Source: an optimization exercise on an open RTL-to-GDS flow (aim: a short achievable clock period and few clock cycles per item). Production flows keep margins and buffers that such runs may drop.
Where RTL was checked, it was by simulation tests only, not by an equivalence proof against the original.
No driver is modelled on the clock port, so clock power and skew are understated where the tree is cut down; a real chip needs a root buffer or a tree.
Power and IR drop assume default switching activity.

## mem_arbiter_nport
module mem_arbiter_nport #(
    parameter int NUM_PORTS  = 4,
    parameter int BLOCK_SIZE = 32,
    parameter int ARB_MODE   = 1
) (
    input  logic                              clk,
    input  logic                              rst,
    input  logic [NUM_PORTS-1:0]              req_valid,
    input  logic [NUM_PORTS-1:0]              req_write,
    input  logic [NUM_PORTS-1:0]              req_single,
    input  logic [NUM_PORTS*32-1:0]           req_addr,
    input  logic [NUM_PORTS*BLOCK_SIZE*8-1:0] req_wdata,
    output logic [NUM_PORTS-1:0]              grant,
    output logic [NUM_PORTS-1:0]              resp_done,
    output logic [BLOCK_SIZE*8-1:0]           resp_rdata,
    output logic [31:0]                       addr,
    output logic                              write,
    output logic [31:0]                       wdata,
    output logic [1:0]                        transfer,
    input  logic [31:0]                       rdata,
    input  logic                              ready
);
Size: ~2700 cells after synthesis, roughly 0.034 sq mm of cells after synthesis.
export LEC_CHECK = 0
export ABC_CLOCK_PERIOD_IN_PS = 1500
export CAP_MARGIN = 20
export CORE_AREA = 5 5 315 315
export DIE_AREA = 0 0 320 320
export PLACE_DENSITY = 0.5
export SETUP_SLACK_MARGIN = 3.3
export SLEW_MARGIN = 20
create_clock -name core_clock -period 5.0 [get_ports {clk}]
standard.sh (not shown) runs the stock make flow with config.mk's settings and CLKGATE_MAP_FILE= SYNTH_SCRIPT=/design/flow/synth_recipe.tcl, a recipe that flattens the netlist after the stock synthesis.
==> flow/flow/run.sh <==
#!/bin/bash
# Standard ORFS flow with: fast port buffers (buffer_ports uses buf_4, and the resizer may
# change a cell's footprint); I/O pins allowed one routing track apart, with the clock pin
# alone in the middle of the left edge; a two-level clock tree built by cts_tree.tcl in
# place of TritonCTS (the clock port drives four buffers, each driving the leaf buffers of
# one region of flip-flops); after CTS, one more setup repair of the paths into the
# registers (post_cts.tcl); and the slow complex gates a222oi_1 and a2111oi_0 added to the
# platform's don't-use cells (synthesis keeps the same registers). ORFS writes each step's
# log under orfs/logs; make's own output goes to make.log.
set -euo pipefail
die=$(grep -o 'DIE_AREA=0 0 [0-9.]* [0-9.]*' standard.sh | awk '{print $4}')
lo=$(awk -v h="$die" 'BEGIN{print int(h/2-10)}'); hi=$(awk -v h="$die" 'BEGIN{print int(h/2+10)}')
dontuse=$(make -s -C "$FLOW_HOME" DESIGN_CONFIG="$PWD/config.mk" WORK_HOME="$PWD/orfs" print-DONT_USE_CELLS 2> dontuse.log | sed -n 's/^DONT_USE_CELLS: //p')
[[ -n "$dontuse" ]] || { echo "could not read DONT_USE_CELLS" >&2; exit 1; }
dontuse="$dontuse sky130_fd_sc_hd__a222oi_1 sky130_fd_sc_hd__a2111oi_0"
sed -e "s|\"\${@:-finish}\"|MATCH_CELL_FOOTPRINT=0 'BUFFER_PORTS_ARGS=-buffer_cell sky130_fd_sc_hd__buf_4' 'PLACE_PINS_ARGS=-min_distance 1 -min_distance_in_tracks -exclude left:$lo-$hi' PRE_IO_PLACEMENT_TCL=$PWD/flow/pins.tcl PRE_CTS_TCL=$PWD/flow/cts_tree.tcl POST_CTS_TCL=$PWD/flow/post_cts.tcl 'DONT_USE_CELLS=$dontuse' \"\${@:-finish}\"|" standard.sh > flow_standard.sh
bash flow_standard.sh finish > make.log 2>&1
Other scripts of this flow, unchanged in this note and not shown: flow/flow/cts_tree.tcl, flow/flow/pins.tcl, flow/flow/post_cts.tcl
The baseline finished clean.
Testbench counts at the start, summed over its fixed seeds: cycles 12,747, items 2,048.
Next try:
--- a/flow/design.v
+++ b/flow/design.v
@@ -59,16 +59,18 @@
     logic [NP-1:0] nxt;      
     logic          nxtV;
     logic [NP-1:0] nxtLo;    
     logic [NP-1:0] nxtHi;    
     logic [NP-1:0] btw;      
     logic [NP-1:0] btwFree;  
     logic [NP-1:0] busy;     
     logic             idle;       
+    logic             laterN;     
+    logic [NP-1:0]    doneN;      
     logic             selNew;     
     logic             last;       
     logic [NP-1:0]    owner;      
     logic [WORDS-1:0] beatOH;     
     logic [WORDS-1:0] capture;    
     logic [LINE_W-1:32] lineHi;   
     logic [31:0]      addrI;      
     logic             writeI;
@@ -99,18 +101,18 @@
     logic [NP-1:0] pickA, pickH, btwA, btwH, freeA, freeH;
     logic [NP-1:0] nxtN, busyN, btwN;
     logic          nxtVN;
     always_comb begin
         pickA = rr_pick(cand & ~nxt, nxt);        
         pickH = rr_pick(cand, ptr);               
         btwA  = between(nxt, pickA);
         btwH  = between(ptr, pickH);
-        freeA = ~((busy & ~resp_done) | nxt);
-        freeH = ~(busy & ~resp_done);
+        freeA = ~((busy & doneN) | nxt);
+        freeH = ~(busy & doneN);
         nxtN  = commit ? pickA : pickH;
         nxtVN = commit ? |(cand & ~nxt) : |cand;
         busyN = commit ? ~freeA : ~freeH;
         btwN  = commit ? btwA : btwH;
     end
     always_ff @(posedge clk or posedge rst) begin
         if (rst) begin
             ptr     <= NP'(1) << (NP - 1);
@@ -152,44 +154,53 @@
             addrN     = {addrI[31:5], addrI[4:2] + 3'd1, addrI[1:0]};
             wdataN    = '0;
             for (int w = 1; w < WORDS; w++)
                 wdataN = wdataN | (lineHi[w*32 +: 32] & {32{beatOH[w-1]}});
         end
     end
     always_ff @(posedge clk or posedge rst) begin
         if (rst) begin
-            transfer  <= 2'b00;
             idle      <= 1'b1;
+            laterN    <= 1'b1;
+            doneN     <= '1;
             selNew    <= 1'b1;
             capture   <= '0;
             owner     <= '0;
-            resp_done <= '0;
             writeI    <= 1'b0;
             addrI     <= '0;
             wdataI    <= '0;
         end else begin
-            resp_done <= (!idle && last && ready) ? owner : '0;
+            doneN <= ~((!idle && last && ready) ? owner : '0);
             if (go) begin
-                transfer <= transferN;
+                laterN   <= !transferN[0];
                 writeI   <= writeN;
                 addrI    <= addrN;
                 wdataI   <= wdataN;
                 if (selNew) begin
                     idle    <= !commit;
                     selNew  <= !commit || newSingle;
                     capture <= (commit && !newWrite) ? WORDS'(1) : '0;
                     owner   <= nxt;
                 end else begin
                     selNew  <= beatOH[WORDS-2];
                     capture <= capture << 1;
                 end
             end
         end
     end
+    always_ff @(posedge clk or posedge rst) begin
+        if (rst) begin
+            transfer  <= 2'b00;
+            resp_done <= '0;
+        end else begin
+            transfer  <= go ? transferN : {!idle, !laterN};
+            resp_done <= (!idle && last && ready) ? owner : '0;
+        end
+    end
     always_ff @(posedge clk) begin
         grant <= go ? grantN : owner;
         write <= go ? writeN : writeI;
         addr  <= go ? addrN : addrI;
         wdata <= go ? wdataN : wdataI;
     end
     always_ff @(posedge clk) begin
         if (selNew) lineHi <= newLine[LINE_W-1:32];
- The new run passed the timing, DRC and antenna checks
- global-route usage climbs by 2.5 points
- setup slack degrades by 32 ps
- sequential power shrinks by 34%
- power goes down by about 46%
- wire length went up by 9.0%
- cell area climbs by about 1.5%
- worst hold slack is worse by 43 ps
- die area stays the same
- core utilization is higher by 0.83 points
- synthesized cell count rises by about 0.5%
Only the layout flow was run in the second run of this note; the RTL was not checked for function there. In every run of this note, the design's own scripts or RTL, not TritonCTS, make the clock network.

---

Setup of before:
Another version of the RTL of mem_arbiter_nport (not shown whole).
Size: ~2,400 cells after synthesis, roughly 600 flip-flops, roughly 28,000 um^2 of cells after synthesis.
// mem_arbiter_nport
module mem_arbiter_nport #(
    parameter int NUM_PORTS  = 4,
    parameter int BLOCK_SIZE = 32,
    parameter int ARB_MODE   = 1
) (
    input  logic                              clk,
    input  logic                              rst,
    input  logic [NUM_PORTS-1:0]              req_valid,
    input  logic [NUM_PORTS-1:0]              req_write,
    input  logic [NUM_PORTS-1:0]              req_single,
    input  logic [NUM_PORTS*32-1:0]           req_addr,
    input  logic [NUM_PORTS*BLOCK_SIZE*8-1:0] req_wdata,
    output logic [NUM_PORTS-1:0]              grant,
    output logic [NUM_PORTS-1:0]              resp_done,
    output logic [BLOCK_SIZE*8-1:0]           resp_rdata,
    output logic [31:0]                       addr,
    output logic                              write,
    output logic [31:0]                       wdata,
    output logic [1:0]                        transfer,
    input  logic [31:0]                       rdata,
    input  logic                              ready
);
    localparam int NP     = NUM_PORTS;
    localparam int WORDS  = BLOCK_SIZE / 4;
    localparam int LINE_W = BLOCK_SIZE * 8;
    function automatic logic [NP-1:0] rr_pick(input logic [NP-1:0] req, input logic [NP-1:0] after);
        logic [NP-1:0] pick;
        logic          found;
        pick = '0;
        for (int s = 0; s < NP; s++) begin
            if (after[s]) begin
                found = 1'b0;
                for (int i = 1; i <= NP; i++) begin
                    if (!found && req[(s + i) % NP]) begin
                        pick[(s + i) % NP] = 1'b1;
                        found = 1'b1;
                    end
                end
            end
        end
  ...
==> module mem_arbiter_nport, before the edit <==
module mem_arbiter_nport #(
    parameter int NUM_PORTS  = 4,
    parameter int BLOCK_SIZE = 32,
    parameter int ARB_MODE   = 1
) (
    input  logic                              clk,
    input  logic                              rst,
    input  logic [NUM_PORTS-1:0]              req_valid,
    input  logic [NUM_PORTS-1:0]              req_write,
    input  logic [NUM_PORTS-1:0]              req_single,
    input  logic [NUM_PORTS*32-1:0]           req_addr,
    input  logic [NUM_PORTS*BLOCK_SIZE*8-1:0] req_wdata,
    output logic [NUM_PORTS-1:0]              grant,
    output logic [NUM_PORTS-1:0]              resp_done,
    output logic [BLOCK_SIZE*8-1:0]           resp_rdata,
    output logic [31:0]                       addr,
    output logic                              write,
    output logic [31:0]                       wdata,
    output logic [1:0]                        transfer,
    input  logic [31:0]                       rdata,
    input  logic                              ready
);
    localparam int NP     = NUM_PORTS;
    localparam int WORDS  = BLOCK_SIZE / 4;
    localparam int LINE_W = BLOCK_SIZE * 8;
    function automatic logic [NP-1:0] rr_pick(input logic [NP-1:0] req, input logic [NP-1:0] after);
        logic [NP-1:0] pick;
        logic          found;
        pick = '0;
        for (int s = 0; s < NP; s++) begin
            if (after[s]) begin
                found = 1'b0;
                for (int i = 1; i <= NP; i++) begin
                    if (!found && req[(s + i) % NP]) begin
                        pick[(s + i) % NP] = 1'b1;
                        found = 1'b1;
                    end
                end
            end
        end
        rr_pick = pick;
    endfunction
    function automatic logic [NP-1:0] between(input logic [NP-1:0] a, input logic [NP-1:0] b);
        logic [NP-1:0] m;
        logic          inRange;
        m = '0;
        for (int s = 0; s < NP; s++) begin
            if (a[s]) begin
                inRange = 1'b1;
                for (int i = 1; i < NP; i++) begin
                    if (b[(s + i) % NP]) inRange = 1'b0;
                    if (inRange) m[(s + i) % NP] = 1'b1;
                end
            end
        end
        between = m;
    endfunction
    logic [NP-1:0] ptr;      
    logic [NP-1:0] nxt;      
    logic          nxtV;
    logic [NP-1:0] nxtLo;    
    logic [NP-1:0] nxtHi;    
    logic [NP-1:0] btw;      
    logic [NP-1:0] btwFree;  
    logic [NP-1:0] busy;     
    logic             idle;       
    logic             selNew;     
    logic             last;       
    logic [NP-1:0]    owner;      
    logic [WORDS-1:0] beatOH;     
    logic [WORDS-1:0] capture;    
    logic [LINE_W-1:32] lineHi;   
    logic [NP-1:0] cand;
    logic          go, commit;
    assign go     = idle || ready;
    assign cand   = req_valid & ~busy;
    assign commit = nxtV && !(|(req_valid & btwFree)) && go && selNew;
    logic [LINE_W-1:0] newLine;
    logic [31:0]       newAddr;
    logic              newWrite, newSingle;
    always_comb begin
        newLine   = '0;
        newAddr   = '0;
        newWrite  = 1'b0;
        newSingle = 1'b0;
        for (int p = 0; p < NP; p++) begin
            newLine[LINE_W/2-1:0] = newLine[LINE_W/2-1:0] | (req_wdata[p*LINE_W +: LINE_W/2] & {(LINE_W/2){nxtLo[p]}});
            newLine[LINE_W-1:LINE_W/2] = newLine[LINE_W-1:LINE_W/2] | (req_wdata[p*LINE_W + LINE_W/2 +: LINE_W/2] & {(LINE_W/2){nxtHi[p]}});
            newAddr   = newAddr | (req_addr[p*32 +: 32] & {32{nxtLo[p]}});
            newWrite  = newWrite | (req_write[p] & nxtLo[p]);
            newSingle = newSingle | (req_single[p] & nxtLo[p]);
        end
        newAddr = newSingle ? {newAddr[31:2], 2'b00} : {newAddr[31:5], 5'b0};
    end
    logic [NP-1:0] nxtN;
    logic          nxtVN;
    always_comb begin
        if (commit) begin
            nxtN  = rr_pick(cand & ~nxt, nxt);
            nxtVN = |(cand & ~nxt);
        end else begin
            nxtN  = rr_pick(cand, ptr);
            nxtVN = |cand;
        end
    end
    logic [NP-1:0] busyN, btwN;
    always_comb begin
        busyN = (busy & ~resp_done) | (commit ? nxt : '0);
        btwN  = commit ? between(nxt, nxtN) : between(ptr, nxtN);
    end
    always_ff @(posedge clk or posedge rst) begin
        if (rst) begin
            ptr     <= NP'(1) << (NP - 1);
            nxt     <= '0;
            nxtV    <= 1'b0;
            busy    <= '0;
            btw     <= between(NP'(1) << (NP - 1), '0);
            btwFree <= between(NP'(1) << (NP - 1), '0);
        end else begin
            busy    <= busyN;
            nxt     <= nxtN;
            nxtV    <= nxtVN;
            btw     <= btwN;
            btwFree <= btwN & ~busyN;
            if (commit) ptr <= nxt;
        end
    end
    always_ff @(posedge clk) nxtLo <= nxtN;
    always_ff @(posedge clk or posedge rst) begin
        if (rst) nxtHi <= '1;
        else     nxtHi <= nxtN;
    end
    logic [1:0]        transferN;
    logic [NP-1:0]     grantN;
    logic              writeN;
    logic [31:0]       addrN;
    logic [31:0]       wdataN;
    always_comb begin
        if (selNew) begin
            transferN = commit ? 2'b10 : 2'b00;
            grantN    = nxtLo;
            writeN    = newWrite;
            addrN     = newAddr;
            wdataN    = newLine[31:0];
        end else begin
            transferN = 2'b11;
            grantN    = grant;
            writeN    = write;
            addrN     = {addr[31:5], addr[4:2] + 3'd1, addr[1:0]};
            wdataN    = '0;
            for (int w = 1; w < WORDS; w++)
                wdataN = wdataN | (lineHi[w*32 +: 32] & {32{beatOH[w-1]}});
        end
    end
    always_ff @(posedge clk or posedge rst) begin
        if (rst) begin
            transfer  <= 2'b00;
            idle      <= 1'b1;
            selNew    <= 1'b1;
            capture   <= '0;
            owner     <= '0;
            resp_done <= '0;
            grant     <= '0;
            write     <= 1'b0;
            addr      <= '0;
            wdata     <= '0;
        end else begin
            resp_done <= (!idle && last && ready) ? owner : '0;
            if (go) begin
                transfer <= transferN;
                grant    <= grantN;
                write    <= writeN;
                addr     <= addrN;
                wdata    <= wdataN;
                if (selNew) begin
                    idle    <= !commit;
                    selNew  <= !commit || newSingle;
                    capture <= (commit && !newWrite) ? WORDS'(1) : '0;
                    owner   <= nxt;
                end else begin
                    selNew  <= beatOH[WORDS-2];
                    capture <= capture << 1;
                end
            end
        end
    end
    always_ff @(posedge clk) begin
        if (selNew) lineHi <= newLine[LINE_W-1:32];
        if (go) begin
            if (selNew) begin
                last   <= newSingle;
                beatOH <= WORDS'(1);
            end else begin
                last   <= beatOH[WORDS-2];
                beatOH <= beatOH << 1;
            end
        end
    end
    always_ff @(posedge clk or posedge rst) begin
        if (rst) begin
            resp_rdata <= '0;
        end else begin
            for (int w = 0; w < WORDS; w++)
                if (capture[w]) resp_rdata[w*32 +: 32] <= rdata;
        end
    end
endmodule
==> flow/config.mk <==
export PLATFORM = sky130hd
export DESIGN_NAME = mem_arbiter_nport
export DESIGN_NICKNAME = mem_arbiter_nport
export VERILOG_FILES = /design/flow/design.v
export SDC_FILE = /design/flow/constraint.sdc
export NUM_CORES = 4
export LEC_CHECK = 0
export ABC_CLOCK_PERIOD_IN_PS = 1500
export CAP_MARGIN = 20
export CORE_AREA = 5 5 315 315
export DIE_AREA = 0 0 320 320
export SETUP_SLACK_MARGIN = 3.3
export SLEW_MARGIN = 20
==> flow/constraint.sdc <==
create_clock -name core_clock -period 5.0 [get_ports {clk}]
set_input_delay 1.0000 -clock core_clock [delete_from_list [all_inputs] [get_ports {clk}]]
set_output_delay 1.0000 -clock core_clock [all_outputs]
set_load 0.01 [all_outputs]
==> flow/flow/run.sh <==
#!/bin/bash
# Standard ORFS flow with: fast port buffers (buffer_ports uses buf_4, and the resizer may
# change a cell's footprint); I/O pins allowed one routing track apart, with the clock pin
# alone in the middle of the left edge; and a two-level clock tree built by cts_tree.tcl in
# place of TritonCTS (the clock port drives four buffers, each driving the leaf buffers of
# one region of flip-flops). ORFS writes each step's log under orfs/logs; make's own output
# goes to make.log.
set -euo pipefail
die=$(grep -o 'DIE_AREA=0 0 [0-9.]* [0-9.]*' standard.sh | awk '{print $4}')
lo=$(awk -v h="$die" 'BEGIN{print int(h/2-10)}'); hi=$(awk -v h="$die" 'BEGIN{print int(h/2+10)}')
sed -e "s|\"\${@:-finish}\"|MATCH_CELL_FOOTPRINT=0 'BUFFER_PORTS_ARGS=-buffer_cell sky130_fd_sc_hd__buf_4' 'PLACE_PINS_ARGS=-min_distance 1 -min_distance_in_tracks -exclude left:$lo-$hi' PRE_IO_PLACEMENT_TCL=$PWD/flow/pins.tcl PRE_CTS_TCL=$PWD/flow/cts_tree.tcl \"\${@:-finish}\"|" standard.sh > flow_standard.sh
bash flow_standard.sh finish > make.log 2>&1
Other scripts of this flow, unchanged in this note and not shown: flow/flow/cts_tree.tcl, flow/flow/pins.tcl
before | status: complete | timing, DRC, antenna: pass
[inputs] after vs before
--- a/flow/design.v
+++ b/flow/design.v
@@ -89,27 +89,26 @@
             newAddr   = newAddr | (req_addr[p*32 +: 32] & {32{nxtLo[p]}});
             newWrite  = newWrite | (req_write[p] & nxtLo[p]);
             newSingle = newSingle | (req_single[p] & nxtLo[p]);
         end
         newAddr = newSingle ? {newAddr[31:2], 2'b00} : {newAddr[31:5], 5'b0};
     end
-    logic [NP-1:0] nxtN;
+    logic [NP-1:0] pickA, pickH, btwA, btwH, freeA, freeH;
+    logic [NP-1:0] nxtN, busyN, btwN;
     logic          nxtVN;
     always_comb begin
-        if (commit) begin
-            nxtN  = rr_pick(cand & ~nxt, nxt);
-            nxtVN = |(cand & ~nxt);
-        end else begin
-            nxtN  = rr_pick(cand, ptr);
-            nxtVN = |cand;
-        end
-    end
-    logic [NP-1:0] busyN, btwN;
-    always_comb begin
-        busyN = (busy & ~resp_done) | (commit ? nxt : '0);
-        btwN  = commit ? between(nxt, nxtN) : between(ptr, nxtN);
+        pickA = rr_pick(cand & ~nxt, nxt);        
+        pickH = rr_pick(cand, ptr);               
+        btwA  = between(nxt, pickA);
+        btwH  = between(ptr, pickH);
+        freeA = ~((busy & ~resp_done) | nxt);
+        freeH = ~(busy & ~resp_done);
+        nxtN  = commit ? pickA : pickH;
+        nxtVN = commit ? |(cand & ~nxt) : |cand;
+        busyN = commit ? ~freeA : ~freeH;
+        btwN  = commit ? btwA : btwH;
     end
     always_ff @(posedge clk or posedge rst) begin
         if (rst) begin
             ptr     <= NP'(1) << (NP - 1);
             nxt     <= '0;
             nxtV    <= 1'b0;
@@ -118,13 +117,13 @@
             btwFree <= between(NP'(1) << (NP - 1), '0);
         end else begin
             busy    <= busyN;
             nxt     <= nxtN;
             nxtV    <= nxtVN;
             btw     <= btwN;
-            btwFree <= btwN & ~busyN;
+            btwFree <= commit ? (btwA & freeA) : (btwH & freeH);
             if (commit) ptr <= nxt;
         end
     end
     always_ff @(posedge clk) nxtLo <= nxtN;
     always_ff @(posedge clk or posedge rst) begin
         if (rst) nxtHi <= '1;
- Of after and before, before shows the higher final layout net count, with after below it.
- after -> before: synthesized area flat
- Against before, after reports a setup slack that is higher.
- Clock input transition at the sequential cells of the worst setup and hold paths for after is higher than for before.
- On after: wire length per cell after detailed routing is 6.1% lower than what before gave.
- Summary of the comparison: maximum number of pins on one net before global-route repair is lower in after, relative to before.
Testbench counts of after, summed over its fixed seeds: cycles 12,747, items 2,048.
Only the layout flow was run in before; the RTL was not checked for function there. No run of this note takes its clock network from TritonCTS; it comes from the design's own scripts or RTL.

what the ideal ports hide:
The flow's constraints put no driver on any port. The routed layouts listed below were extracted and timed again, unchanged, in two steps.
Step 1: set_driving_cell puts a clkbuf_16 on clk and a buf_2 on each other input, an assumption about the parent block.
Step 2, shift: input delay + t, output delay - t, t = (earliest + latest rising clock arrival at the registers) / 2. This alone moves slack from input paths to output paths.
a / b / c = ideal ports / drivers / drivers and shift; a / b = the first two.
run	t, ns	setup slack, ns	worst data-port slew with drivers (ns)
the first run of note 1	0.573	3.008 / 2.864 / 2.707	0.22
the second run of note 1	0.583	2.976 / 2.832 / 2.637	0.24
before	0.536	2.929 / 2.862 / 2.472	0.36
after	0.529	2.979 / 2.885 / 2.505	0.40
After both steps every run listed still meets setup and hold. The setup slack of after, which loses most, moves by -0.094 ns with the drivers and by -0.474 ns with both steps.
